Source: an optimization exercise on an open RTL-to-GDS flow (aim: small area, a short achievable clock period and few clock cycles). Production flows keep margins and buffers that such runs may drop.
In this exercise RTL edits were held to simulation tests only and were not proved equivalent to the original.

==> flow/design.v (outline; a module is shown in full before it is edited, if it fits) <==
// module serial_config_rx: 35 lines
// module mandel_engine: 138 lines
// module mandel_tree_x: 209 lines
// module mandel_tree_y: 192 lines
// module mandel_tree_e: 167 lines
// module mandel_render_top: 36 lines
module mandel_render_top #(
    parameter int IMG_W = 8,
    parameter int IMG_H = 6
) (
    input  logic                                 clk,
    input  logic                                 reset,
    input  logic                                 cfg_sen,
    input  logic                                 cfg_sclk,
    input  logic                                 cfg_sdata,
    output logic                                 pixel_valid,
    output logic [mandel_fixed_pkg::PIX_WIDTH-1:0] pixel_count,
    output logic                                 frame_done,
    output logic                                 busy
);
  // ...
==> flow/flow/run.sh <==
#!/bin/bash
set -euo pipefail
R="$PWD/orfs/results/$FLOW_PLATFORM/mandel_render_top/base"
bash standard.sh "$R/1_2_yosys.v" > synth_make.log 2>&1
cp "$R/1_2_yosys.v" yosys_netlist_before_polarity.v
python3 flow/polarity.py "$R/1_2_yosys.v" > polarity.log 2>&1
bash standard.sh finish SETUP_SLACK_MARGIN=6.0 "BUFFER_PORTS_ARGS=-buffer_cell sky130_fd_sc_hd__buf_4" > layout_make.log 2>&1
==> flow/flow/polarity.py <==
#!/usr/bin/env python3
"""Remove inverters around full adders in a flat Yosys netlist.

A full adder is self-dual: FA(~a, ~b, ~c) = (~sum, ~cout). Yosys's extract_fa
leaves many inverters between chained sky130 full adders. This pass collapses
every inverter chain into a polarity on its source net, chooses for each full
adder whether it computes the true or the complemented function (greedy local
search on the area of the inverters needed), may swap a gate for its
complemented twin (and2 <-> nand2, ...) when that saves an inverter, and then
puts back at most one inverter per source net that still needs its complement.

Only combinational inverters and full adders change; registers, ports and all
other cells keep their names and connections.

usage: polarity.py NETLIST.v [OUT.v]   (in place without OUT.v)
"""
import re
import sys
from collections import defaultdict

INV_RE = re.compile(r'^sky130_fd_sc_hd__(inv|clkinv)_\d+$')
FA_RE = re.compile(r'^sky130_fd_sc_hd__fa_\d+$')
OUT_PINS = {'X', 'Y', 'Q', 'Q_N', 'SUM', 'COUT', 'HI', 'LO'}
INV_AREA = 3.7536

# Gates with a complemented twin on the same input pins: (true, complement, area, area)
TWINS = [('and2_1', 'nand2_1', 6.256, 3.7536), ('or2_1', 'nor2_1', 6.256, 3.7536),
         ('xor2_1', 'xnor2_1', 8.7584, 8.7584), ('a21o_1', 'a21oi_1', 7.5072, 5.0048),
         ('o21a_1', 'o21ai_1', 7.5072, 5.0048), ('o21a_1', 'o21ai_0', 7.5072, 5.0048),
         ('and3_1', 'nand3_1', 6.256, 5.0048), ('or3_1', 'nor3_1', 6.256, 5.0048),
         ('a22o_1', 'a22oi_1', 8.7584, 7.5072), ('mux2_1', 'mux2i_1', 11.2608, 10.0096),
         ('o22a_1', 'o22ai_1', 8.7584, 6.256), ('a211o_1', 'a211oi_1', 8.7584, 7.5072),
         ('o211a_1', 'o211ai_1', 10.0096, 7.5072), ('and4_1', 'nand4_1', 8.7584, 6.256),
         ('or4_1', 'nor4_1', 7.5072, 6.256), ('and2b_1', 'nand2b_1', 7.5072, 6.256),
         ('or2b_1', 'nor2b_1', 7.5072, 6.256), ('a31o_1', 'a31oi_1', 8.7584, 6.256),
         ('o31a_1', 'o31ai_1', 8.7584, 7.5072), ('a21bo_1', 'a21boi_0', 10.0096, 7.5072),
         ('o21ba_1', 'o21bai_1', 10.0096, 7.5072), ('and3b_1', 'nand3b_1', 8.7584, 7.5072),
         ('or3b_1', 'nor3b_1', 8.7584, 7.5072), ('a32o_1', 'a32oi_1', 10.0096, 8.7584)]
TWIN = {}
for t, c, at, ac in TWINS:
    TWIN.setdefault('sky130_fd_sc_hd__' + t, ('sky130_fd_sc_hd__' + c, 'Y', ac - at))
    TWIN.setdefault('sky130_fd_sc_hd__' + c, ('sky130_fd_sc_hd__' + t, 'X', at - ac))

CELL_RE = re.compile(r'^([ \t]*)(sky130_fd_sc_hd__\w+)\s+(\\\S+\s|[\w$]+)\s*\((.*?)\);\s*$',
                     re.S | re.M)
PIN_RE = re.compile(r'\.(\w+)\(([^()]*)\)')


def norm(net):
    return net.strip()


def main():
    src = sys.argv[1]
    dst = sys.argv[2] if len(sys.argv) > 2 else src
    text = open(src).read()

    cells = []   # dict(type, name, pins: list of (pin, net), span)
    for m in CELL_RE.finditer(text):
        pins = [(p, norm(n)) for p, n in PIN_RE.findall(m.group(4))]
        cells.append(dict(indent=m.group(1), type=m.group(2), name=m.group(3),
                          pins=pins, span=m.span()))

    header = text[:cells[0]['span'][0]] if cells else text
    ports = set()
    for m in re.finditer(r'^\s*(input|output|inout)\s+(\[[^\]]*\]\s*)?([^;]+);', header, re.M):
        for n in m.group(3).split(','):
            ports.add(n.strip())
    if re.search(r'^\s*assign\b', text, re.M):
        assigned = set(re.findall(r'\\\S+\s|[\w$]+', ' '.join(
            re.findall(r'^\s*assign\s+(.*?);', text, re.M))))
    else:
        assigned = set()

    def base(net):
        return re.sub(r'\[\d+\]$', '', net.strip())

    def fixed(net):
        b = base(net)
        return (b in ports or net in assigned or b in assigned or "'" in net
                or net.startswith('{'))

    driver = {}
    for i, c in enumerate(cells):
        for p, n in c['pins']:
            if p in OUT_PINS:
                driver[n] = (i, p)

    # Inverters that can be collapsed
    inv_of = {}   # output net -> input net
    collapsed = set()
    for i, c in enumerate(cells):
        if INV_RE.match(c['type']):
            pins = dict(c['pins'])
            a, y = pins.get('A'), pins.get('Y')
            if a is None or y is None or fixed(y) or a == 'clk':
                continue
            inv_of[y] = a
            collapsed.add(i)

    def root(net):
        q = 0
        seen = set()
        while net in inv_of and net not in seen:
            seen.add(net)
            net = inv_of[net]
            q ^= 1
        return net, q

    fa_idx = [i for i, c in enumerate(cells) if FA_RE.match(c['type'])
              or (c['type'] in TWIN and i not in collapsed
                  and not any(fixed(n) for p, n in c['pins'] if p in OUT_PINS))]
    fa_pos = {i: k for k, i in enumerate(fa_idx)}
    flip = [0] * len(fa_idx)

    # ph(root) = flip of the full adder driving it, else 0
    def ph(r):
        d = driver.get(r)
        if d is not None and d[0] in fa_pos:
            return flip[fa_pos[d[0]]]
        return 0

    # loads: list of (cell index, pin, root, q)
    loads = []
    loads_of_root = defaultdict(list)
    for i, c in enumerate(cells):
        if i in collapsed:
            continue
        for p, n in c['pins']:
            if p in OUT_PINS:
                continue
            r, q = root(n)
            loads.append((i, p, r, q))
            loads_of_root[r].append(len(loads) - 1)
    # ports and assigned nets driven through collapsed inverters cannot occur
    # (their inverters are kept), so every kept net has its loads listed.

    is_fa = [bool(FA_RE.match(cells[i]['type'])) for i in fa_idx]

    def need(li):
        i, p, r, q = loads[li]
        f = flip[fa_pos[i]] if i in fa_pos and is_fa[fa_pos[i]] else 0
        return q ^ f ^ ph(r)

    def swap_area(k):
        return 0.0 if is_fa[k] else (TWIN[cells[fa_idx[k]]['type']][2] if flip[k] else 0.0)

    def cost_root(r):
        return 1 if any(need(li) for li in loads_of_root[r]) else 0

    def cost_local(k, rs):
        return INV_AREA * sum(cost_root(r) for r in rs) + swap_area(k)

    def fa_roots(k):
        i = fa_idx[k]
        rs = set()
        for p, n in cells[i]['pins']:
            if p in OUT_PINS:
                rs.add(n)
            elif is_fa[k]:
                rs.add(root(n)[0])
        return rs

    before = sum(cost_root(r) for r in loads_of_root)
    improved = True
    passes = 0
    while improved and passes < 50:
        improved = False
        passes += 1
        for k in range(len(fa_idx)):
            rs = fa_roots(k)
            c0 = cost_local(k, rs)
            flip[k] ^= 1
            c1 = cost_local(k, rs)
            if c1 < c0 - 1e-9:
                improved = True
            else:
                flip[k] ^= 1
    after = sum(cost_root(r) for r in loads_of_root)

    # New inverters: one per root that needs a complement
    inv_net = {}
    new_cells = []
    for r in sorted(loads_of_root):
        if cost_root(r):
            nm = 'pol_' + re.sub(r'[^A-Za-z0-9_]', '_', r.strip('\\ ')) + '_n'
            while nm in inv_net.values():
                nm += '_'
            inv_net[r] = nm
            new_cells.append((r, nm))

    def conn(li):
        i, p, r, q = loads[li]
        return inv_net[r] if need(li) else r

    def fmt_net(n):
        return n + ' ' if n.startswith('\\') and not n.endswith(' ') else n

    # Rebuild cell texts
    load_at = {}
    for li, (i, p, r, q) in enumerate(loads):
        load_at[(i, p)] = li
    out = []
    pos = 0
    for i, c in enumerate(cells):
        s, e = c['span']
        out.append(text[pos:s])
        pos = e
        if i in collapsed:
            continue
        lines = []
        typ = c['type']
        swapped = i in fa_pos and not is_fa[fa_pos[i]] and flip[fa_pos[i]]
        if swapped:
            typ = TWIN[c['type']][0]
        for p, n in c['pins']:
            if p in OUT_PINS:
                nn = n
                if swapped:
                    p = TWIN[c['type']][1]
            else:
                nn = conn(load_at[(i, p)])
            lines.append('%s    .%s(%s)' % (c['indent'], p, fmt_net(nn)))
        out.append('%s%s %s (\n%s\n%s);\n' % (c['indent'], typ, c['name'].rstrip(),
                                            ',\n'.join(lines), c['indent']))
    tail = text[pos:]
    add = []
    for k, (r, nm) in enumerate(new_cells):
        add.append('  sky130_fd_sc_hd__inv_1 pol_inv_%d (\n    .A(%s),\n    .Y(%s)\n  );\n'
                   % (k, fmt_net(r), nm))
    endm = tail.rfind('endmodule')
    tail = tail[:endm] + ''.join(add) + tail[endm:]
    body = ''.join(out) + tail
    # declare the new nets after the module header's declarations
    decl = ''.join('  wire %s;\n' % nm for r, nm in new_cells)
    first = CELL_RE.search(body)
    body = body[:first.start()] + decl + body[first.start():]
    open(dst, 'w').write(body)
    nfa = sum(is_fa)
    print('polarity: %d full adders (%d flipped), %d twin gates (%d swapped), inverters %d -> %d'
          % (nfa, sum(f for f, a in zip(flip, is_fa) if a), len(fa_idx) - nfa,
             sum(f for f, a in zip(flip, is_fa) if not a), len(collapsed), after))


if __name__ == '__main__':
    main()
==> flow/standard.sh <==
#!/bin/bash
# synth_recipe.tcl (not shown) runs the flow's synth.tcl, then flattens the netlist and writes it again
# the make line also repeats each setting of config.mk as NAME=value (left out here)
make -C /OpenROAD-flow-scripts/flow DESIGN_CONFIG=/design/flow/config.mk WORK_HOME=/design/flow/orfs CLKGATE_MAP_FILE= SYNTH_SCRIPT=/design/flow/synth_recipe.tcl "${@:-finish}"
==> flow/config.mk <==
export PLATFORM = sky130hd
export DESIGN_NAME = mandel_render_top
export DESIGN_NICKNAME = mandel_render_top
export VERILOG_FILES = /design/flow/design.v
export SDC_FILE = /design/flow/constraint.sdc
export NUM_CORES = 4
export LEC_CHECK = 0
export CAP_MARGIN = 20
export CORE_MARGIN = 2
export CORE_UTILIZATION = 40
export SLEW_MARGIN = 20
==> flow/constraint.sdc <==
create_clock -name core_clock -period 9.0 [get_ports {clk}]
set_input_delay 1.8000 -clock core_clock [delete_from_list [all_inputs] [get_ports {clk}]]
set_output_delay 1.8000 -clock core_clock [all_outputs]
set_load 0.01 [all_outputs]
==> metrics.cfg, run 1 <==
[setup_path]
crit_buf_inv = 0
timing.setup.critical_path_class = flip-flop to flip-flop
path_common_cell = fa_1
crit_family = adder cells
cp_cell_sequence = fa_1 -> fa_1 -> ha_2 -> or3_4 -> o211ai_1 -> a21oi_2 -> or3_1 -> a211oi_2
reg2reg_to = u_engine.zr1[10]
critPathCapture = u_engine.zr1[10]
r2r_cells = 8

[place]
hpwlAfterDp_um = 22100
place_congestion = 0.799

[die]
num_tap_cells = 455
coreArea_um2 = 34500
start_util_pct = 40.5
io_pins = 12

[detailed_routing]
drt_first_pass_iters = 5
viasPerCell = 4.95

[cells_and_area]
multi_input_area_share_pct = 55.8
inverters = 110
largest_registers = u_engine.xr2 x43, u_engine.er2 x34, u_rx.shreg x33
seq_cell_count = 213
buf_share_pct = 3.85
regArea_um2 = 4650
fin_util_pct = 46.6
seq_area_share_pct = 28.9

[run_status]
status = timing/DRC/antenna clean

[timing]
slew_viol_final = 0
setup_ws_ns = 6.01

[grt]
grt.busiest_layer = met2
overflow = 0
met3_usage_pct = 2.91
grtUsageMet2_pct = 31.4

[clock_network]
post_cts_resized = 48
clockBufferDepth = 3

[hold_path]
min_to = u_engine.k2[4]

Testbench counts, summed over its fixed seeds: cycles 220,512.
==> module serial_config_rx, before the edit <==
module serial_config_rx (
    input  logic                 clk,
    input  logic                 reset,
    input  logic                 cfg_sen,
    input  logic                 cfg_sclk,
    input  logic                 cfg_sdata,
    output mandel_cfg_pkg::cfg_t cfg,
    output logic                 start
);
    logic                                 sen_q, sen_qq;
    logic                                 sclk_q, sclk_qq;
    logic                                 sdata_q;
    logic [mandel_cfg_pkg::CFG_WIDTH-1:0] shreg;
    always_ff @(posedge clk) begin
        if (reset) begin
            sen_q   <= 1'b0;
            sen_qq  <= 1'b0;
            sclk_q  <= 1'b0;
            sclk_qq <= 1'b0;
        end else begin
            sen_q   <= cfg_sen;
            sen_qq  <= sen_q;
            sclk_q  <= cfg_sclk;
            sclk_qq <= sclk_q;
        end
        sdata_q <= cfg_sdata;
    end
    assign start = sen_qq & ~sen_q;
    always_ff @(posedge clk) begin
        if (sen_q && sclk_q && !sclk_qq) begin
            shreg <= {sdata_q, shreg[mandel_cfg_pkg::CFG_WIDTH-1:1]};
        end
    end
    assign cfg = shreg;
endmodule
==> inputs of run 2 (changes only) <==
--- a/flow/design.v
+++ b/flow/design.v
@@ -43,3 +43,2 @@
     logic                                 sclk_q, sclk_qq;
-    logic                                 sdata_q;
     logic [mandel_cfg_pkg::CFG_WIDTH-1:0] shreg;
@@ -57,3 +56,2 @@
         end
-        sdata_q <= cfg_sdata;
     end
@@ -62,3 +60,3 @@
         if (sen_q && sclk_q && !sclk_qq) begin
-            shreg <= {sdata_q, shreg[mandel_cfg_pkg::CFG_WIDTH-1:1]};
+            shreg <= {cfg_sdata, shreg[mandel_cfg_pkg::CFG_WIDTH-1:1]};
         end
--- a/flow/flow/polarity.py
+++ b/flow/flow/polarity.py
@@ -175,2 +175,38 @@
             if c1 < c0 - 1e-9:
+                improved = True
+            else:
+                flip[k] ^= 1
+    # Simulated annealing from the greedy result, keeping the best assignment
+    import math
+    import random
+    rng = random.Random(1)
+    rs_of = [fa_roots(k) for k in range(len(fa_idx))]
+
+    def total():
+        return INV_AREA * sum(cost_root(r) for r in loads_of_root) + sum(swap_area(k) for k in range(len(fa_idx)))
+
+    cur = total()
+    best, best_flip = cur, list(flip)
+    steps = 300 * len(fa_idx)
+    for step in range(steps):
+        temp = 4.0 * (1.0 - step / steps) + 0.05
+        k = rng.randrange(len(fa_idx))
+        c0 = cost_local(k, rs_of[k])
+        flip[k] ^= 1
+        d = cost_local(k, rs_of[k]) - c0
+        if d <= 0 or rng.random() < math.exp(-d / temp):
+            cur += d
+            if cur < best - 1e-9:
+                best, best_flip = cur, list(flip)
+        else:
+            flip[k] ^= 1
+    flip[:] = best_flip
+    # finish with greedy descent
+    improved = True
+    while improved:
+        improved = False
+        for k in range(len(fa_idx)):
+            c0 = cost_local(k, rs_of[k])
+            flip[k] ^= 1
+            if cost_local(k, rs_of[k]) < c0 - 1e-9:
                 improved = True
@@ -239,5 +275,7 @@
     nfa = sum(is_fa)
-    print('polarity: %d full adders (%d flipped), %d twin gates (%d swapped), inverters %d -> %d'
+    print('polarity: %d full adders (%d flipped), %d twin gates (%d swapped), inverters %d -> %d,'
+          ' area change %.1f um2'
           % (nfa, sum(f for f, a in zip(flip, is_fa) if a), len(fa_idx) - nfa,
-             sum(f for f, a in zip(flip, is_fa) if not a), len(collapsed), after))
+             sum(f for f, a in zip(flip, is_fa) if not a), len(collapsed), after,
+             total() - INV_AREA * len(collapsed)))
 
--- a/flow/config.mk
+++ b/flow/config.mk
@@ -7,2 +7,3 @@
 export LEC_CHECK = 0
+export ABC_AREA = 1
 export CAP_MARGIN = 20
@@ -10,2 +11,4 @@
 export CORE_UTILIZATION = 40
+export CTS_CLUSTER_DIAMETER = 150
+export CTS_CLUSTER_SIZE = 20
 export SLEW_MARGIN = 20
==> run 2 against run 1 <==
  * Still clean on timing, DRC and antenna
  * Sequential share of layout area is 0.97 points higher
  * First-iteration DRC count increased by 22%
  * Routed wire length decreased by 0.38%
  * Non-clock buffer count fell by 25
  * Setup slack better by 0.028 ns
  * Critical path type unchanged
==> metrics.cfg, run 2 <==
[place]
hpwlAfterDp_um = 22400  ; +1.0%
place_congestion = 0.880  ; +10%
io_buffers = 11
dpl_cell_area_um2 = 14600
pre_cts_slack_ns = 5.61

[cells_and_area]
regArea_um2 = 4640  ; -0.30%
largest_register_ffs = 43
final_cell_area_um2 = 15500
mostFrequentLayoutCell = nand2_1
fillers = 3231
multiInputGateArea_um2 = 8920
n_antenna_cell = 0
regMostFlops = u_engine.xr2
final_nets = 1673
area_growth_pct = 10.2
largest_registers = u_engine.xr2 x43, u_engine.er2 x34, u_rx.shreg x33
drive_gt1_share_pct = 8.34
final_cell_mix = nand2_1 (238), fa_1 (220), dfxtp_1 (161), inv_1 (147), and2_1 (108)

[grt]
antenna_found_initial = 0
first_global_vias = 9387
overflow = 0  ; unchanged
grt.total_usage_pct = 17.4
grt_max_degree = 30
grt_pass1_wl_um = 49800

[timing]
tns_ns = 0
hold_violations = 0
skew_ns = 0.0334
slew_viol_final = 0  ; unchanged
slew_headroom_pct = 9.92
setup_ws_ns = 6.04  ; +0.0281 ns
fin_crit_ns = 2.96
rsz0062_at_grt = no
finalSetupViolations = 0
period_share_pct = 32.9
worst_pin_slew_ns = 1.35
fmax_mhz = 338

[setup_path]
endpoint_kind = flip-flop
critPathMaxFanout = 11
critPathLaunchType = flip-flop
critPathRequiredTime_ns = 9.37
arrival_ns = 3.34
timing.setup.critical_path_class = flip-flop to flip-flop

[clock_network]
clk_latency_ns = 0.50
cts_root_buf = clkbuf_16
cts_tree = yes
clockBufferDepth = 3  ; unchanged
clk_pin_slew_worst_paths_ns = 0.10
htree_levels = 1
holdBufCountCts = 0
clkSinkCount = 212
cts_buffers = 14

[detailed_routing]
drt_iter0_markers = 460
via_count = 8763
drc = 0
ant_nets = 0
viasPerCell = 4.84  ; -2.2%
drt_first_pass_iters = 5  ; unchanged
wire_per_inst_um = 17.1
drt_wl_total_um = 31000

[logic_synthesis]
syn_inst = 1333
synth_area_um2 = 14100
yosys_warnings = 11
syn_avg_cell_area_um2 = 10.6
syn_nets = 1658

[die]
io_pins = 12  ; unchanged
die_area_um2 = 36700
die_x_um = 192
coreArea_um2 = 34600  ; +0.49%
die_height_um = 192
rows = 68
start_util_pct = 40.6  ; +0.13 points

[hold_path]
hold_class = flip-flop to flip-flop

[run_status]
status = timing/DRC/antenna clean

[flow_run]
drv_cap = 0

run 2: final cells by class:
class	instances	area share, %
Multi-Input combinational cell	928	57.6
Sequential cell	212	29.9
Tap cell	455	3.67
Inverter	147	3.56
Timing Repair Buffer	45	2.70
Clock buffer	21	2.43
Clock inverter	2	0.161
run 2: routing by layer:
layer,part of all wire [%],routed length (um),global-route usage (%),up-vias
li1,-,-,-,4158
met1,44,13700,23.0,4369
met2,49,15200,30.1,191
met3,4.2,1290,2.48,45
met4,2.5,763,4.38,0
met5,0,0,0,-
run 2: stage by stage:
stage	hold slack [ns]	utilization, %	std cells
global route	0.339	44.8	1810
finish	0.329	44.8	1810
CTS	0.332	43.6	1784
floorplan	0.310	-	1333
detailed placement	0.314	42.2	1760
global placement	0.312	42.2	1760
run 2: what timing repair did:
| item | 4_1_cts | 5_1_grt |
|---|---|---|
| setup endpoints to repair | 82 | 49 |
| endpoints found under the hold margin | 0 | 0 |
| gates cloned | 0 | 4 |
| pin swaps | 2 | 6 |
| setup buffers | 1 | 22 |
| gates resized for setup | 35 | 38 |
run 2: worst paths after layout:
kind                          to  slack [ns]  depth (start not counted)            start
setup / recovery  u_engine.ecin2        6.04                         11  u_engine.zi1[5]
hold / removal    u_engine.k2[0]        0.33                          0   u_engine.k1[0]
setup reg to reg  u_engine.ecin2        6.04                         11  u_engine.zi1[5]
hold reg to reg   u_engine.k2[0]        0.33                          0   u_engine.k1[0]
run 2: critical path, stage by stage, from the launching register on:
cell	delay, ns
dfxtp_4	0.38
buf_12	0.15
nand2_1	0.13
inv_1	0.08
fa_1	0.55
fa_1	0.44
fa_1	0.48
ha_1	0.30
nand2_1	0.10
inv_1	0.05
nand3_1	0.08
o221ai_2	0.10
Testbench counts of run 2, summed over its fixed seeds: cycles 220,512.
==> inputs of run 3 (changes only) <==
--- a/flow/flow/run.sh
+++ b/flow/flow/run.sh
@@ -6,2 +6,2 @@
 python3 flow/polarity.py "$R/1_2_yosys.v" > polarity.log 2>&1
-bash standard.sh finish SETUP_SLACK_MARGIN=6.0 "BUFFER_PORTS_ARGS=-buffer_cell sky130_fd_sc_hd__buf_4" > layout_make.log 2>&1
+bash standard.sh finish SETUP_SLACK_MARGIN=6.15 > layout_make.log 2>&1
==> run 3 against run 2 <==
  * Maximum frequency up 3.8%
  * Die area unchanged
  * Still clean on timing, DRC and antenna
  * Final area up 3.8%
  * Clock skew down 0.0062 ns
==> metrics.cfg, run 3 <==
[run_status]
status = timing/DRC/antenna clean

[detailed_routing]
drt_wl_total_um = 32100  ; +3.6%
ant_nets = 0  ; unchanged
viasPerCell = 4.86  ; +0.41%
wire_per_inst_um = 17.5  ; +2.0%
drt_iter0_markers = 461  ; +0.22%
drc = 0  ; unchanged
via_count = 8940  ; +2.0%
drt_first_pass_iters = 5  ; unchanged

[clock_network]
cts_tree = yes
htree_levels = 1  ; unchanged
cts_buffers = 14  ; unchanged
holdBufCountCts = 0  ; unchanged
cts_root_buf = clkbuf_16
clk_pin_slew_worst_paths_ns = 0.09  ; about the same
clk_latency_ns = 0.49  ; about the same
clockBufferDepth = 3  ; unchanged
clkSinkCount = 212  ; unchanged

[flow_run]
drv_cap = 0  ; unchanged

[timing]
slew_headroom_pct = 53.3  ; +43 points
tns_ns = 0  ; unchanged
period_share_pct = 31.7  ; -1.2 points
rsz0062_at_grt = yes
fin_crit_ns = 2.85  ; -0.108 ns
finalSetupViolations = 0  ; unchanged
fmax_mhz = 350  ; +3.8%
worst_pin_slew_ns = 0.700  ; -0.646 ns
hold_violations = 0  ; unchanged
slew_viol_final = 0  ; unchanged
skew_ns = 0.0272  ; -0.00617 ns

[place]
io_buffers = 11  ; unchanged
hpwlAfterDp_um = 22700  ; +1.6%
place_congestion = 0.875  ; -0.56%

[cells_and_area]
area_growth_pct = 14.4
largest_register_ffs = 43  ; unchanged
fillers = 3177  ; -1.7%
drive_gt1_share_pct = 13.4  ; +5.1 points
mostFrequentLayoutCell = nand2_1
regMostFlops = u_engine.xr2
fin_util_pct = 46.5  ; +1.7 points
final_cell_mix = nand2_1 (234), fa_1 (208), dfxtp_1 (159), inv_1 (144), and2_1 (101)
largest_registers = u_engine.xr2 x43, u_engine.er2 x34, u_rx.shreg x33
final_nets = 1702  ; +1.7%
n_antenna_cell = 0  ; unchanged

[hold_path]
hold_class = flip-flop to flip-flop
hold_depth = 0  ; unchanged
hp-start = u_engine.f1
min_to = u_engine.f2

[logic_synthesis]
syn_avg_cell_area_um2 = 10.6  ; unchanged
syn_nets = 1658  ; unchanged
syn_inst = 1333  ; unchanged
synth_area_um2 = 14100  ; unchanged
yosys_warnings = 11  ; unchanged

[setup_path]
r2r_cells = 10  ; -1
critPathLaunchType = flip-flop
endpoint_kind = flip-flop
arrival_ns = 3.26  ; -0.08 ns
rr_startpoint = u_engine.zi1[5]
critPathMaxFanout = 6  ; -5
critPathRequiredTime_ns = 9.41  ; +0.04 ns
reg2reg_to = u_engine.ycin2
ff2ff_setup_slack_ns = 6.15  ; +0.11 ns
timing.setup.critical_path_class = flip-flop to flip-flop

[die]
die_area_um2 = 36700  ; unchanged
die_x_um = 192  ; unchanged
coreArea_um2 = 34600  ; unchanged
start_util_pct = 40.6  ; unchanged
die_height_um = 192  ; unchanged
io_pins = 12  ; unchanged
rows = 68  ; unchanged

[grt]
grt_pass1_wl_um = 51200  ; +3.0%
overflow = 0  ; unchanged
first_global_vias = 9592  ; +2.2%
grt.total_usage_pct = 18.1  ; +0.66 points
grt_max_degree = 26  ; -13%
antenna_found_initial = 0  ; unchanged

[run 3: cell types whose count changed in the layout (fill, tap and decap cells not counted), moves of 4 or more]
cell             delta
clkdlybuf4s50_1     +4
nand2_1             -4
and2_4              +7
buf_12              +6
buf_6               +6
ha_4               +12
buf_4               +5
fa_1               -12
fa_2               +12
buf_2               +6
and2_1              -7
ha_1               -12
[run 3: per-stage QoR]
stage / area (um^2) / instances / hold WS, ns / worst slack [ns]
2_1_floorplan: 14200 / 1333 / 0.310 / 6.11
3_5_place_dp: 14700 / 1760 / 0.312 / 5.52
6_report: 16100 / 1839 / 0.321 / 6.15
5_1_grt: 16100 / 1839 / 0.337 / 6.07
4_1_cts: 15500 / 1809 / 0.328 / 6.15
3_3_place_gp: 14600 / 1759 / 0.310 / 5.58
[run 3: worst max-delay path, cell delays in order, from the launching register on]
cell and delay, ns:
dfxtp_4 0.37, buf_12 0.13, and2_1 0.16, fa_1 0.53, fa_1 0.45, fa_1 0.53, ha_4 0.30, nand2_2 0.07
inv_2 0.05, nand3_2 0.06, o221ai_2 0.13
[run 3: cell type report]
cell class	count	area (um^2)	share of cell area, %
multi-input combinational	925	9110	56.6
sequential	212	4640	28.8
inverter	147	552	3.43
clock inverter	1	8.76	0.0544
clock buffer	22	402	2.49
timing repair buffer	77	810	5.03
tap	455	569	3.54
[run 3: worst max path at each step]
stage / endpoint / cells after the start / slack [ns] / startpoint
2_1_floorplan: u_engine.xr2[3][2] / 7 / 6.11 / u_engine.zr1[9]
3_3_place_gp: u_engine.zr1[6] / 12 / 5.58 / u_engine.er2[2][9]
3_5_place_dp: u_engine.xr2[3][2] / 5 / 5.52 / u_engine.zr1[9]
4_1_cts: u_engine.xcin2 / 11 / 6.15 / u_engine.zi1[3]
5_1_grt: u_engine.ycin2 / 10 / 6.07 / u_engine.zi1[5]
6_report: u_engine.ycin2 / 10 / 6.15 / u_engine.zi1[5]
[run 3: metal layers]
metal / vias to the layer above / GRT usage (%) / routed length (um) / share of wire [%]
met3: 53 / 2.97 / 1830 / 5.7
met1: 4488 / 23.7 / 13500 / 42
met4: 0 / 4.62 / 975 / 3.0
met2: 190 / 31.2 / 15800 / 49
li1: 4209 / - / - / -
met5: - / 0 / 0 / 0
[run 3: repair_timing]
| item | 4_1_cts | 5_1_grt |
|---|---|---|
| buffers inserted | 25 | 28 |
| resized for setup | 84 | 69 |
| setup endpoints to repair | 111 | 61 |
| pin swaps | 10 | 44 |
| cloned | 1 | 2 |
==> inputs of run 4 (changes only) <==
--- a/flow/flow/run.sh
+++ b/flow/flow/run.sh
@@ -6,2 +6,2 @@
 python3 flow/polarity.py "$R/1_2_yosys.v" > polarity.log 2>&1
-bash standard.sh finish SETUP_SLACK_MARGIN=6.15 > layout_make.log 2>&1
+bash standard.sh finish SETUP_SLACK_MARGIN=6.0 > layout_make.log 2>&1
--- a/flow/config.mk
+++ b/flow/config.mk
@@ -8,3 +8,3 @@
 export ABC_AREA = 1
-export CAP_MARGIN = 20
+export CAP_MARGIN = 10
 export CORE_MARGIN = 2
@@ -13,2 +13,2 @@
 export CTS_CLUSTER_SIZE = 20
-export SLEW_MARGIN = 20
+export SLEW_MARGIN = 10
==> run 4 against run 3 <==
  * Setup slack worse by 0.065 ns
  * Clock skew down 0.0019 ns
  * Global-route usage down 0.42 points
  * Sequential share of layout area up 1.1 points
  * Critical path depth down 4
  * Die area unchanged
  * Maximum frequency down 2.2%
==> metrics.cfg, run 4 <==
[place]
dpl_cell_area_um2 = 14600  ; -0.17%
io_buffers = 11  ; unchanged
place_congestion = 0.888  ; +1.4%
hpwlAfterDp_um = 23200  ; +2.3%

[setup_path]
cp_cell_sequence = clkbuf_4 -> nand2_1 -> fa_2 -> fa_1 -> fa_1 -> fa_1
worstSetupStartpoint = u_engine.zr1[0]
cp_slowest_cell = fa_2
endpoint_kind = flip-flop
max_stage_delay_ns = 0.64  ; +0.11 ns
rr_startpoint = u_engine.zr1[0]
critPathLaunchType = flip-flop
critPathMaxFanout = 9  ; +3
critPathRequiredTime_ns = 9.37  ; -0.04 ns
path_common_cell = fa_1
arrival_ns = 3.29  ; +0.03 ns
timing.setup.critical_path_class = flip-flop to flip-flop

[die]
io_pins = 12  ; unchanged
coreArea_um2 = 34600  ; unchanged
start_util_pct = 40.6  ; unchanged
die_area_um2 = 36700  ; unchanged
rows = 68  ; unchanged
die_x_um = 192  ; unchanged
die_height_um = 192  ; unchanged

[clock_network]
clk_latency_ns = 0.49  ; about the same
cts_buffers = 14  ; unchanged
cts_tree = yes
holdBufCountCts = 0  ; unchanged
clockBufferDepth = 3  ; unchanged
cts_root_buf = clkbuf_16
clk_pin_slew_worst_paths_ns = 0.09  ; about the same
htree_levels = 1  ; unchanged
clkSinkCount = 212  ; unchanged

[timing]
fmax_mhz = 343  ; -2.2%
slew_viol_final = 0  ; unchanged
finalSetupViolations = 0  ; unchanged
fin_crit_ns = 2.92  ; +0.0653 ns
tns_ns = 0  ; unchanged
period_share_pct = 32.4  ; +0.73 points
hold_violations = 0  ; unchanged
worst_pin_slew_ns = 1.34  ; +0.637 ns
skew_ns = 0.0253  ; -0.00186 ns
rsz0062_at_grt = yes
slew_headroom_pct = 10.5  ; -43 points

[cells_and_area]
n_antenna_cell = 0  ; unchanged
final_nets = 1671  ; -1.8%
fillers = 3229  ; +1.6%
area_growth_pct = 10.1
regMostFlops = u_engine.xr2
largest_registers = u_engine.xr2 x43, u_engine.er2 x34, u_rx.shreg x33
final_cell_mix = nand2_1 (238), fa_1 (221), dfxtp_1 (161), inv_1 (147), and2_1 (108)
final_cell_area_um2 = 15500  ; -3.8%
mostFrequentLayoutCell = nand2_1
largest_register_ffs = 43  ; unchanged
drive_gt1_share_pct = 7.25  ; -6.2 points

[logic_synthesis]
yosys_warnings = 11  ; unchanged
syn_inst = 1333  ; unchanged
synth_area_um2 = 14100  ; unchanged
syn_nets = 1658  ; unchanged
syn_avg_cell_area_um2 = 10.6  ; unchanged

[grt]
antenna_found_initial = 0  ; unchanged
grt.total_usage_pct = 17.7  ; -0.42 points
grt_pass1_wl_um = 50600  ; -1.2%
overflow = 0  ; unchanged
grt_max_degree = 30  ; +15%
first_global_vias = 9444  ; -1.5%

[detailed_routing]
wire_per_inst_um = 17.7  ; +1.0%
via_count = 8773  ; -1.9%
drt_wl_total_um = 31900  ; -0.79%
drc = 0  ; unchanged
ant_nets = 0  ; unchanged
drt_iter0_markers = 491  ; +6.5%
drt_first_pass_iters = 5  ; unchanged
viasPerCell = 4.86  ; about the same

[run_status]
status = timing/DRC/antenna clean

[flow_run]
drv_cap = 0  ; unchanged

[hold_path]
hp-start = u_engine.k1[5]
hold_class = flip-flop to flip-flop

[run 4: repair_timing]
action                     in CTS  in global routing
setup endpoints to repair      86                 61
buffers inserted                0                 23
resized for setup              35                 41
cloned                          0                  3
pin swaps                       0                  3
[run 4: layout make-up]
cell class	instances	area, um^2	share of cell area (%)
Multi-Input combinational cell	927	8890	57.4
Sequential cell	212	4640	29.9
Tap cell	455	569	3.67
Inverter	147	552	3.56
Timing Repair Buffer	44	439	2.83
Clock buffer	20	394	2.54
Clock inverter	1	8.76	0.0565
[run 4: critical path, delay by kind of cell, from the launching register on]
family | cells | cell delay [ns]
simple gates | 1 | 0.10
fa+ha+maj | 4 | 2.07
buf+inv | 1 | 0.22
flops | 1 | 0.41
[run 4: path summary, 6_finish.rpt]
kind / end / slack [ns] / cells after the start
worst max-delay path: u_engine.xr2[3][2] / 6.08 / 6
worst max register to register: u_engine.xr2[3][2] / 6.08 / 6
worst min register to register: u_engine.k2[5] / 0.33 / 0
worst min-delay path: u_engine.k2[5] / 0.33 / 0
[run 4: per-layer routing]
metal	vias up	share of wire, %	routed length, um	track usage, %
li1	4155	-	-	-
met1	4398	44	14000	23.9
met2	182	49	15700	30.8
met3	38	4.9	1570	2.20
met4	0	1.8	573	2.87
met5	-	0	0	0
[run 4: per-stage QoR]
step           utilization, %  instances  worst slack (ns)  hold WS [ns]
2_1_floorplan               -       1333              6.00         0.310
3_3_place_gp             42.3       1759              5.56         0.312
3_5_place_dp             42.3       1759              5.49         0.314
4_1_cts                  43.6       1780              6.00         0.332
5_1_grt                  44.7       1806              5.98         0.331
6_report                 44.7       1806              6.08         0.329
==> inputs of run 5 (changes only) <==
--- a/flow/config.mk
+++ b/flow/config.mk
@@ -8,7 +8,8 @@
 export ABC_AREA = 1
-export CAP_MARGIN = 10
+export CAP_MARGIN = 20
 export CORE_MARGIN = 2
-export CORE_UTILIZATION = 40
+export CORE_UTILIZATION = 55
 export CTS_CLUSTER_DIAMETER = 150
 export CTS_CLUSTER_SIZE = 20
-export SLEW_MARGIN = 10
+export PLACE_DENSITY = 0.7
+export SLEW_MARGIN = 20
==> run 5 against run 4 <==
  * Cell count shrank 6.2%
  * Clock skew is 0.0047 ns lower
  * Non-clock buffer count rose by 8
  * Still clean on timing, DRC and antenna
  * Maximum frequency fell by 1.8%
  * Core utilization grew 16 points
  * Global-route usage increased by 4.6 points
  * Synthesized area stayed put
  * Critical path depth down 1
==> metrics.cfg, run 5 <==
[setup_path]
critPathRequiredTime_ns = 9.37  ; about the same
critPathLaunchType = flip-flop
crit_family = adder cells
endpoint_kind = flip-flop
max_stage_delay_ns = 0.61  ; -0.03 ns
timing.setup.critical_path_class = flip-flop to flip-flop
cp_cell_sequence = and2_1 -> fa_1 -> fa_1 -> fa_1 -> fa_1
crit_buf_inv = 0  ; -1
critPathMaxFanout = 20  ; +11
path_common_cell = fa_1
arrival_ns = 3.34  ; +0.05 ns
cp_slowest_cell = dfxtp_2

[clock_network]
htree_levels = 1  ; unchanged
cts_buffers = 14  ; unchanged
clk_pin_slew_worst_paths_ns = 0.09  ; about the same
clkSinkCount = 212  ; unchanged
cts_tree = yes
clk_latency_ns = 0.49  ; about the same
cts_root_buf = clkbuf_16
clockBufferDepth = 3  ; unchanged

[logic_synthesis]
syn_inst = 1333  ; unchanged
syn_nets = 1658  ; unchanged
yosys_warnings = 11  ; unchanged
syn_avg_cell_area_um2 = 10.6  ; unchanged
synth_area_um2 = 14100  ; unchanged

[detailed_routing]
drc = 0  ; unchanged
met1_length_um = 12700  ; -9.7%
drt_first_pass_iters = 5  ; unchanged
drt_wl_total_um = 29500  ; -7.5%
via_count = 8955  ; +2.1%
route.met3.wl_um = 1900  ; +21%
top_layer_used = met4
ant_nets = 0  ; unchanged
wl_met2_um = 14400  ; -8.4%
wire_per_inst_um = 17.4  ; -1.4%
drt_iter0_markers = 526  ; +7.1%
viasPerCell = 5.29  ; +8.8%

[place]
pre_cts_slack_ns = 5.57  ; +0.0845 ns
dpl_cell_area_um2 = 14400  ; -1.3%
place_congestion = 0.816  ; -8.1%
dp.cells = 1629  ; -7.4%
io_buffers = 11  ; unchanged
hpwlAfterDp_um = 20500  ; -12%

[grt]
grt_max_degree = 30  ; unchanged
grt.total_usage_pct = 22.3  ; +4.6 points
first_global_vias = 9297  ; -1.6%
overflow = 0  ; unchanged
grt_pass1_wl_um = 46800  ; -7.6%
antenna_found_initial = 0  ; unchanged

[timing]
tns_ns = 0  ; unchanged
setup_ws_ns = 6.03  ; -0.0549 ns
finalSetupViolations = 0  ; unchanged
fin_crit_ns = 2.97  ; +0.0549 ns
hold_violations = 0  ; unchanged
period_share_pct = 33.0  ; +0.61 points
skew_ns = 0.0206  ; -0.00468 ns
fmax_mhz = 336  ; -1.8%
rsz0062_at_grt = yes
slew_headroom_pct = 3.63  ; -6.9 points
worst_pin_slew_ns = 1.44  ; +0.103 ns
slew_viol_final = 0  ; unchanged

[die]
coreArea_um2 = 25200  ; -27%
die_height_um = 164  ; -14%
start_util_pct = 55.9  ; +15 points
die_area_um2 = 26900  ; -27%
rows = 58  ; -15%
io_pins = 12  ; unchanged
die_x_um = 164  ; -14%

[cells_and_area]
final_nets = 1681  ; +0.60%
fin_util_pct = 61.2  ; +16 points
final_cell_mix = nand2_1 (238), fa_1 (223), dfxtp_1 (160), inv_1 (147), and2_1 (108)
fillers = 2012  ; -38%
final_cell_area_um2 = 15400  ; -0.57%
drive_gt1_share_pct = 7.85  ; +0.60 points
largest_registers = u_engine.xr2 x43, u_engine.er2 x34, u_rx.shreg x33
multiInputGateArea_um2 = 8890  ; about the same
largest_register_ffs = 43  ; unchanged
regArea_um2 = 4640  ; about the same
area_growth_pct = 9.46
regMostFlops = u_engine.xr2
mostFrequentLayoutCell = nand2_1
instances_no_fill = 1694  ; -6.2%

[flow_run]
drv_cap = 0  ; unchanged

[hold_path]
hold_class = flip-flop to flip-flop

[run_status]
status = timing/DRC/antenna clean

-- run 5: final cells by class --
class                   instances  area share (%)
inverters                     147            3.58
well taps                     330            2.68
diodes                          1          0.0162
flip-flops and latches        212            30.1
repair buffers                 52            3.18
clock inverters                 1          0.0569
clock buffers                  22            2.61
multi-input cells             929            57.7
-- run 5: final timing paths --
| kind | from | endpoint | slack (ns) | cells after the start |
|---|---|---|---|---|
| min | u_engine.f1 | u_engine.f2 | 0.33 | 0 |
| min reg2reg | u_engine.f1 | u_engine.f2 | 0.33 | 0 |
| max reg2reg | u_engine.zr1[8] | u_engine.xr2[3][2] | 6.03 | 5 |
| max | u_engine.zr1[8] | u_engine.xr2[3][2] | 6.03 | 5 |
-- run 5: worst register-to-register path, delay by kind of cell (launching register included) --
kind	cells	cell delay, ns
flops	1	0.61
simple gates	1	0.23
fa+ha+maj	4	2.03
-- run 5: routing by layer --
metal	vias up	track usage (%)
li1	4183	-
met1	4482	31.4
met2	255	37.1
met3	35	2.37
met4	0	6.26
met5	-	0
-- run 5: per-stage QoR --
step | hold WS, ns
after CTS | 0.333
after floorplan | 0.310
after detailed placement | 0.314
after global placement | 0.311
after global routing | 0.335
final | 0.332
-- run 5: what timing repair did --
action / CTS / global route
resized for setup: 39 / 31
cloned: 0 / 5
pin swaps: 0 / 5
setup buffers: 1 / 35
hold buffers: 0 / 0
setup endpoints to repair: 89 / 44
==> inputs of run 6 (changes only) <==
--- a/flow/config.mk
+++ b/flow/config.mk
@@ -10,6 +10,6 @@
 export CORE_MARGIN = 2
-export CORE_UTILIZATION = 55
+export CORE_UTILIZATION = 40
 export CTS_CLUSTER_DIAMETER = 150
 export CTS_CLUSTER_SIZE = 20
-export PLACE_DENSITY = 0.7
+export GPL_ROUTABILITY_DRIVEN = 0
 export SLEW_MARGIN = 20
==> run 6 against run 5 <==
  * Still clean
  * Non-clock buffer count fell by 15
  * Routed wire length rose by 4.2%
  * Synthesized area did not move
  * Critical endpoint is now u_engine.xcin2
  * Highest routed layer unchanged
==> metrics.cfg, run 6 <==
[detailed_routing]
drt_wl_total_um = 30700  ; +4.2%
wire_per_inst_um = 17.1  ; -1.9%
drt_first_pass_iters = 5  ; unchanged
drc = 0  ; unchanged
via_count = 8728  ; -2.5%
drt_iter0_markers = 502  ; -4.6%
viasPerCell = 4.85  ; -8.2%
ant_nets = 0  ; unchanged

[timing]
tns_ns = 0  ; unchanged
fmax_mhz = 342  ; +1.6%
skew_ns = 0.0186  ; -0.00204 ns
rsz0062_at_grt = yes
fin_crit_ns = 2.93  ; -0.0461 ns
worst_pin_slew_ns = 0.748  ; -0.693 ns
slew_viol_final = 0  ; unchanged
slew_headroom_pct = 50.0  ; +46 points
period_share_pct = 32.5  ; -0.51 points
finalSetupViolations = 0  ; unchanged
worst_hold_slack_ns = 0.326  ; -0.00561 ns
hold_violations = 0  ; unchanged
setup_ws_ns = 6.07  ; +0.0461 ns

[cells_and_area]
largest_register_ffs = 43  ; unchanged
multiInputGateArea_um2 = 8850  ; -0.51%
largest_registers = u_engine.xr2 x43, u_engine.er2 x34, u_rx.shreg x33
drive_gt1_share_pct = 6.32  ; -1.5 points
regArea_um2 = 4640  ; about the same
area_growth_pct = 9.26
n_antenna_cell = 0  ; -1
instances_no_fill = 1799  ; +6.2%
final_nets = 1662  ; -1.1%
mostFrequentLayoutCell = nand2_1
fillers = 3226  ; +60%
final_cell_mix = nand2_1 (238), fa_1 (220), dfxtp_1 (161), inv_1 (147), and2_1 (109)
regMostFlops = u_engine.xr2

[logic_synthesis]
synth_area_um2 = 14100  ; unchanged
syn_nets = 1658  ; unchanged
syn_inst = 1333  ; unchanged
yosys_warnings = 11  ; unchanged
syn_avg_cell_area_um2 = 10.6  ; unchanged

[clock_network]
cts_buffers = 14  ; unchanged
clkSinkCount = 212  ; unchanged
cts_root_buf = clkbuf_16
clk_latency_ns = 0.51  ; +0.02 ns
clockBufferDepth = 3  ; unchanged
clk_pin_slew_worst_paths_ns = 0.09  ; about the same
cts_tree = yes
htree_levels = 1  ; unchanged

[setup_path]
cp_cell_sequence = and2_1 -> fa_1 -> inv_1 -> fa_1 -> fa_1 -> ha_1 -> a21oi_1 -> nor2_1 -> o21ai_0 -> nand2_1
critPathRequiredTime_ns = 9.39  ; +0.02 ns
critPathCapture = u_engine.xcin2
rr_startpoint = u_engine.zi1[2]
critPathMaxFanout = 21  ; +5.0%
cp_slowest_cell = fa_1
worstSetupStartpoint = u_engine.zi1[2]
max_stage_delay_ns = 0.53  ; -0.08 ns
ff2ff_setup_slack_ns = 6.07  ; +0.05 ns
timing.setup.critical_path_class = flip-flop to flip-flop
reg2reg_to = u_engine.xcin2
critPathLaunchType = flip-flop
r2r_cells = 10  ; +5
arrival_ns = 3.32  ; -0.02 ns
endpoint_kind = flip-flop
path_common_cell = fa_1

[die]
coreArea_um2 = 34600  ; +38%
start_util_pct = 40.6  ; -15 points
die_height_um = 192  ; +17%
die_x_um = 192  ; +17%
io_pins = 12  ; unchanged
rows = 68  ; +17%
die_area_um2 = 36700  ; +37%

[grt]
first_global_vias = 9486  ; +2.0%
grt.total_usage_pct = 17.7  ; -4.6 points
grt.busiest_layer = met2
antenna_found_initial = 0  ; unchanged
grtUsageMet2_pct = 30.3  ; -6.8 points
met3_usage_pct = 2.02  ; -0.35 points
overflow = 0  ; unchanged
grt_max_degree = 26  ; -13%
use_met1_pct = 24.4  ; -7.0 points
grt_pass1_wl_um = 50600  ; +8.1%

[flow_run]
drv_cap = 0  ; unchanged

[place]
hpwlAfterDp_um = 23300  ; +14%
dp.cells = 1760  ; +8.0%
io_buffers = 11  ; unchanged
pre_cts_slack_ns = 5.61  ; +0.0377 ns

[hold_path]
hold_class = flip-flop to flip-flop

[run_status]
status = timing/DRC/antenna clean

==> run 6: metal layers <==
layer / up-vias / wire length (um)
li1: 4138 / -
met1: 4383 / 13800
met2: 172 / 15100
met3: 35 / 1270
met4: 0 / 582
met5: - / 0
==> run 6: layout make-up <==
type	instances	area share, %
Clock inverter	2	0.163
Timing Repair Buffer	37	2.38
Tap cell	455	3.70
Sequential cell	212	30.2
Inverter	147	3.59
Multi-Input combinational cell	925	57.6
Clock buffer	21	2.45
==> run 6: stage by stage <==
stage	instance area, um^2	util, %
after floorplan	14100	-
after global placement	14600	42.3
after detailed placement	14600	42.3
after CTS	15100	43.6
after global routing	15400	44.4
final	15400	44.4
==> run 6: how the worst min path moves through the flow <==
| stage | from | endpoint | slack, ns | cells after the start |
|---|---|---|---|---|
| floorplan | u_engine.f1 | u_engine.f2 | 0.31 | 0 |
| global placement | u_engine.k1[5] | u_engine.k2[5] | 0.31 | 0 |
| detailed placement | u_engine.k1[1] | u_engine.k2[1] | 0.31 | 0 |
| CTS | u_engine.k1[2] | u_engine.k2[2] | 0.33 | 0 |
| global route | u_engine.k1[2] | u_engine.k2[2] | 0.34 | 0 |
| finish | u_engine.k1[2] | u_engine.k2[2] | 0.33 | 0 |
==> run 6: worst max-delay path, delay by kind of cell, from the launching register on <==
family | cells | cell delay [ns]
compound gates | 2 | 0.29
fa+ha+maj | 4 | 1.69
buf+inv | 1 | 0.06
flops | 1 | 0.46
simple gates | 3 | 0.33
==> run 6: timing repair <==
item / in CTS / in global routing
setup endpoints to repair: 85 / 53
buffers inserted: 0 / 15
hold buffers: 0 / 0
pin swaps: 0 / 4
gates resized for setup: 38 / 33
endpoints found under the hold margin: 0 / 0
cloned: 0 / 1
==> inputs of run 7 (changes only) <==
--- a/flow/config.mk
+++ b/flow/config.mk
@@ -13,3 +13,2 @@
 export CTS_CLUSTER_SIZE = 20
-export GPL_ROUTABILITY_DRIVEN = 0
 export SLEW_MARGIN = 20
==> run 7 against run 6 <==
  * Still clean
  * Synthesized cell count is the same
  * Global-route usage is the same
  * Critical path depth is the same
  * Routed wire length is the same
  * Clock skew is the same
==> metrics.cfg, run 7 <==
[setup_path]
r2r_cells = 10  ; unchanged
reg2reg_to = u_engine.xcin2
worstSetupStartpoint = u_engine.zi1[2]
rr_startpoint = u_engine.zi1[2]
timing.setup.critical_path_class = flip-flop to flip-flop
crit_buf_inv = 1  ; unchanged
critPathLaunchType = flip-flop
max_stage_delay_ns = 0.53  ; about the same
cp_slowest_cell = fa_1
crit_family = adder cells
cp_cell_sequence = and2_1 -> fa_1 -> inv_1 -> fa_1 -> fa_1 -> ha_1 -> a21oi_1 -> nor2_1 -> o21ai_0 -> nand2_1
critPathCapture = u_engine.xcin2
endpoint_kind = flip-flop
critPathMaxFanout = 21  ; unchanged
path_common_cell = fa_1
ff2ff_setup_slack_ns = 6.07  ; about the same
cp.depth = 10  ; unchanged
arrival_ns = 3.32  ; about the same
critPathRequiredTime_ns = 9.39  ; about the same

[detailed_routing]
via_count = 8728  ; unchanged
drt_first_pass_iters = 5  ; unchanged
viasPerCell = 4.85  ; unchanged
wire_per_inst_um = 17.1  ; unchanged
drc = 0  ; unchanged
drt_wl_total_um = 30700  ; unchanged
drt_iter0_markers = 502  ; unchanged
ant_nets = 0  ; unchanged

[cells_and_area]
area_growth_pct = 9.26  ; unchanged
regArea_um2 = 4640  ; unchanged
largest_registers = u_engine.xr2 x43, u_engine.er2 x34, u_rx.shreg x33
mostFrequentLayoutCell = nand2_1
final_cell_area_um2 = 15400  ; unchanged
largest_register_ffs = 43  ; unchanged
final_nets = 1662  ; unchanged
regMostFlops = u_engine.xr2
drive_gt1_share_pct = 6.32  ; unchanged
n_antenna_cell = 0  ; unchanged
fillers = 3226  ; unchanged
multiInputGateArea_um2 = 8850  ; unchanged
final_cell_mix = nand2_1 (238), fa_1 (220), dfxtp_1 (161), inv_1 (147), and2_1 (109)

[clock_network]
cts_tree = yes
cts_buffers = 14  ; unchanged
clk_latency_ns = 0.51  ; about the same
holdBufCountCts = 0  ; unchanged
cts_root_buf = clkbuf_16
clockBufferDepth = 3  ; unchanged
htree_levels = 1  ; unchanged
clk_pin_slew_worst_paths_ns = 0.09  ; about the same
clkSinkCount = 212  ; unchanged

[grt]
grt_pass1_wl_um = 50600  ; unchanged
grt.total_usage_pct = 17.7  ; unchanged
first_global_vias = 9486  ; unchanged
overflow = 0  ; unchanged
grt_max_degree = 26  ; unchanged
antenna_found_initial = 0  ; unchanged

[hold_path]
hold_class = flip-flop to flip-flop

[logic_synthesis]
synth_area_um2 = 14100  ; unchanged
yosys_warnings = 11  ; unchanged
syn_nets = 1658  ; unchanged
syn_avg_cell_area_um2 = 10.6  ; unchanged
syn_inst = 1333  ; unchanged

[die]
rows = 68  ; unchanged
die_x_um = 192  ; unchanged
start_util_pct = 40.6  ; unchanged
die_height_um = 192  ; unchanged
coreArea_um2 = 34600  ; unchanged
io_pins = 12  ; unchanged
die_area_um2 = 36700  ; unchanged

[timing]
slew_viol_final = 0  ; unchanged
fmax_mhz = 342  ; unchanged
skew_ns = 0.0186  ; unchanged
slew_headroom_pct = 50.0  ; unchanged
period_share_pct = 32.5  ; unchanged
finalSetupViolations = 0  ; unchanged
fin_crit_ns = 2.93  ; unchanged
tns_ns = 0  ; unchanged
worst_pin_slew_ns = 0.748  ; unchanged
hold_violations = 0  ; unchanged
rsz0062_at_grt = yes

[place]
hpwlAfterDp_um = 23300  ; unchanged
dpl_cell_area_um2 = 14600  ; unchanged
place_congestion = 0.888
io_buffers = 11  ; unchanged

[flow_run]
drv_cap = 0  ; unchanged

[run_status]
status = timing/DRC/antenna clean

## run 7: worst min-delay path by stage
stage,start,end,slack (ns),cells after the start
detailed placement,u_engine.k1[1],u_engine.k2[1],0.31,0
global route,u_engine.k1[2],u_engine.k2[2],0.34,0
global placement,u_engine.k1[5],u_engine.k2[5],0.31,0
CTS,u_engine.k1[2],u_engine.k2[2],0.33,0
floorplan,u_engine.f1,u_engine.f2,0.31,0
finish,u_engine.k1[2],u_engine.k2[2],0.33,0
## run 7: layout make-up
class / instances / area share, %
Inverter: 147 / 3.59
Multi-Input combinational cell: 925 / 57.6
Clock buffer: 21 / 2.45
Clock inverter: 2 / 0.163
Sequential cell: 212 / 30.2
Tap cell: 455 / 3.70
Timing Repair Buffer: 37 / 2.38
## run 7: worst reg2reg max path, stage by stage (launching register included)
cell     delay (ns)
dfxtp_4        0.46
and2_1         0.23
fa_1           0.53
inv_1          0.06
fa_1           0.40
fa_1           0.47
ha_1           0.29
a21oi_1        0.15
nor2_1         0.05
o21ai_0        0.14
nand2_1        0.06
## run 7: metrics by stage
stage / worst slack (ns) / hold WS [ns] / utilization, % / std cells
after floorplan: 6.00 / 0.310 / - / 1333
after global placement: 5.56 / 0.312 / 42.3 / 1759
after detailed placement: 5.61 / 0.312 / 42.3 / 1760
after CTS: 6.00 / 0.331 / 43.6 / 1783
after global routing: 5.96 / 0.336 / 44.4 / 1799
final: 6.07 / 0.326 / 44.4 / 1799
## run 7: timing repair
item / CTS / global route
buffers inserted: 0 / 15
pin swaps: 0 / 4
gates cloned: 0 / 1
resized for setup: 38 / 33
endpoints found under the setup margin: 85 / 53
## run 7: per-layer routing
| layer | GRT usage, % | part of all wire (%) | vias to the layer above |
|---|---|---|---|
| li1 | - | - | 4138 |
| met1 | 24.4 | 45 | 4383 |
| met2 | 30.3 | 49 | 172 |
| met3 | 2.02 | 4.1 | 35 |
| met4 | 3.20 | 1.9 | 0 |
| met5 | 0 | 0 | - |
==> inputs of run 8 (changes only) <==
--- a/flow/config.mk
+++ b/flow/config.mk
@@ -11,4 +11,4 @@
 export CORE_UTILIZATION = 40
-export CTS_CLUSTER_DIAMETER = 150
-export CTS_CLUSTER_SIZE = 20
+export CTS_CLUSTER_DIAMETER = 175
+export CTS_CLUSTER_SIZE = 25
 export SLEW_MARGIN = 20
==> run 8 against run 7 <==
  * Maximum frequency shrank 0.14%
  * Die area is the same
  * First-iteration DRC count shrank 0.60%
  * Global-route usage is essentially flat
==> metrics.cfg, run 8 <==
[clock_network]
clkSinkCount = 212  ; unchanged
cts_tree = yes
clk_latency_ns = 0.50  ; about the same
clk_pin_slew_worst_paths_ns = 0.10  ; about the same
cts_root_buf = clkbuf_16
clockBufferDepth = 3  ; unchanged
cts_buffers = 12  ; -2
htree_levels = 1  ; unchanged

[die]
die_area_um2 = 36700  ; unchanged
die_x_um = 192  ; unchanged
io_pins = 12  ; unchanged
coreArea_um2 = 34600  ; unchanged
rows = 68  ; unchanged
start_util_pct = 40.6  ; unchanged
die_height_um = 192  ; unchanged

[grt]
grt_max_degree = 27  ; +3.8%
grt_pass1_wl_um = 50600  ; about the same
overflow = 0  ; unchanged
antenna_found_initial = 0  ; unchanged
grt.total_usage_pct = 17.6  ; about the same
first_global_vias = 9477  ; -0.095%

[setup_path]
worstSetupStartpoint = u_engine.zr1[6]
r2r_cells = 6  ; -4
path_common_cell = fa_1
ff2ff_setup_slack_ns = 6.07  ; about the same
critPathMaxFanout = 19  ; -9.5%
rr_startpoint = u_engine.zr1[6]
cp_cell_sequence = buf_6 -> and2_1 -> fa_1 -> fa_1 -> fa_1 -> fa_1
critPathCapture = u_engine.xr2[1][0]
timing.setup.critical_path_class = flip-flop to flip-flop
max_stage_delay_ns = 0.56  ; +0.03 ns
critPathLaunchType = flip-flop
reg2reg_to = u_engine.xr2[1][0]
arrival_ns = 3.30  ; -0.02 ns
endpoint_kind = flip-flop
critPathRequiredTime_ns = 9.37  ; -0.02 ns
cp_slowest_cell = fa_1

[cells_and_area]
area_growth_pct = 9.32  ; about the same
largest_registers = u_engine.xr2 x43, u_engine.er2 x34, u_rx.shreg x33
final_cell_mix = nand2_1 (238), fa_1 (219), dfxtp_1 (161), inv_1 (147), and2_1 (107)
largest_register_ffs = 43  ; unchanged
mostFrequentLayoutCell = nand2_1
final_nets = 1667  ; +0.30%
regMostFlops = u_engine.xr2
n_antenna_cell = 0  ; unchanged
drive_gt1_share_pct = 6.90  ; +0.58 points

[place]
place_congestion = 0.888  ; unchanged
io_buffers = 11  ; unchanged
pre_cts_slack_ns = 5.61  ; unchanged
hpwlAfterDp_um = 23300  ; unchanged

[detailed_routing]
viasPerCell = 4.86  ; +0.15%
ant_nets = 0  ; unchanged
via_count = 8756  ; +0.32%
drt_iter0_markers = 499  ; -0.60%
drc = 0  ; unchanged
drt_first_pass_iters = 5  ; unchanged
drt_wl_total_um = 31000  ; +0.90%
wire_per_inst_um = 17.2  ; +0.74%

[logic_synthesis]
syn_nets = 1658  ; unchanged
syn_avg_cell_area_um2 = 10.6  ; unchanged
syn_inst = 1333  ; unchanged
synth_area_um2 = 14100  ; unchanged
yosys_warnings = 11  ; unchanged

[timing]
skew_ns = 0.0370  ; +0.0184 ns
setup_ws_ns = 6.07  ; -0.00415 ns
rsz0062_at_grt = yes
tns_ns = 0  ; unchanged
fin_crit_ns = 2.93  ; +0.00415 ns
period_share_pct = 32.6  ; +0.046 points
finalSetupViolations = 0  ; unchanged
hold_violations = 0  ; unchanged
slew_viol_final = 0  ; unchanged
slew_headroom_pct = 51.7  ; +1.7 points
worst_pin_slew_ns = 0.722  ; -0.0255 ns
fmax_mhz = 341  ; -0.14%

[hold_path]
hold_class = flip-flop to flip-flop

[run_status]
status = timing/DRC/antenna clean

[flow_run]
drv_cap = 0  ; unchanged

-- run 8: final cells by class --
class	instances	area (um^2)
Sequential cell	212	4640
Clock inverter	1	16.3
Timing Repair Buffer	44	418
Multi-Input combinational cell	925	8850
Clock buffer	18	344
Fill cell	3237	19200
Inverter	147	552
Tap cell	455	569
-- run 8: metrics by stage --
| stage | instance area (um^2) | hold WS, ns | util (%) | instances |
|---|---|---|---|---|
| after floorplan | 14100 | 0.310 | - | 1333 |
| after global placement | 14600 | 0.312 | 42.3 | 1759 |
| after detailed placement | 14600 | 0.312 | 42.3 | 1760 |
| after CTS | 15100 | 0.335 | 43.5 | 1779 |
| after global routing | 15400 | 0.338 | 44.4 | 1802 |
| final | 15400 | 0.330 | 44.4 | 1802 |
-- run 8: what timing repair did --
action | 4_1_cts | 5_1_grt
pin swaps | 0 | 4
setup buffers | 0 | 22
setup endpoints to repair | 85 | 54
resized for setup | 38 | 34
gates cloned | 0 | 1
hold buffers | 0 | 0
-- run 8: worst min-delay path by stage --
stage	startpoint	end	slack, ns	depth (start not counted)
6_report	u_engine.k1[2]	u_engine.k2[2]	0.33	0
3_3_place_gp	u_engine.k1[5]	u_engine.k2[5]	0.31	0
5_1_grt	u_engine.k1[2]	u_engine.k2[2]	0.34	0
2_1_floorplan	u_engine.f1	u_engine.f2	0.31	0
4_1_cts	u_engine.f1	u_engine.f2	0.33	0
3_5_place_dp	u_engine.k1[1]	u_engine.k2[1]	0.31	0
-- run 8: critical path: cells and delay by family, from the launching register on --
kind / cells / cell delay (ns)
and+or+nand+nor: 1 / 0.18
adders and majority gates: 4 / 1.95
buffers and inverters: 1 / 0.25
DFF: 1 / 0.43
-- run 8: layer usage --
| layer | GRT usage, % | wire (um) |
|---|---|---|
| met1 | 24.4 | 13900 |
| met2 | 30.1 | 15200 |
| met3 | 2.17 | 1330 |
| met4 | 2.93 | 598 |
| met5 | 0 | 0 |

## what the ideal ports hide
The flow's constraints put no driver on any port. The routed layouts listed below were extracted and timed again, unchanged, in two steps.
Step 1 (the two cells are an assumption about what drives the block):
set clk [get_ports {clk}]
set_driving_cell -lib_cell sky130_fd_sc_hd__clkbuf_16 $clk
set_driving_cell -lib_cell sky130_fd_sc_hd__buf_2 [delete_from_list [all_inputs] $clk]
Step 2 adds t to the input delays and takes it off the output delays; t is the mean of the earliest and latest rising clock arrival at the registers after step 1. Input paths then give back, and output paths get back, about the clock's delay inside the block.
Three values: no drivers, after step 1, after step 2; two values: the first two.
run	t, ns	setup WS [ns]	worst setup path at the end
run 1	0.579	6.011 / 6.011 / 6.011	register to register
run 2	0.534	6.039 / 6.039 / 6.039	register to register
run 3	0.528	6.147 / 6.136 / 6.147	register to register
run 4	0.524	6.081 / 6.078 / 6.081	register to register
run 5	0.524	6.027 / 6.027 / 6.027	register to register
run 6	0.544	6.073 / 6.054 / 6.073	register to register
run 7	0.544	6.073 / 6.054 / 6.073	register to register
run 8	0.532	6.068 / 6.068 / 6.068	register to register
After both steps every run listed still meets setup and hold.
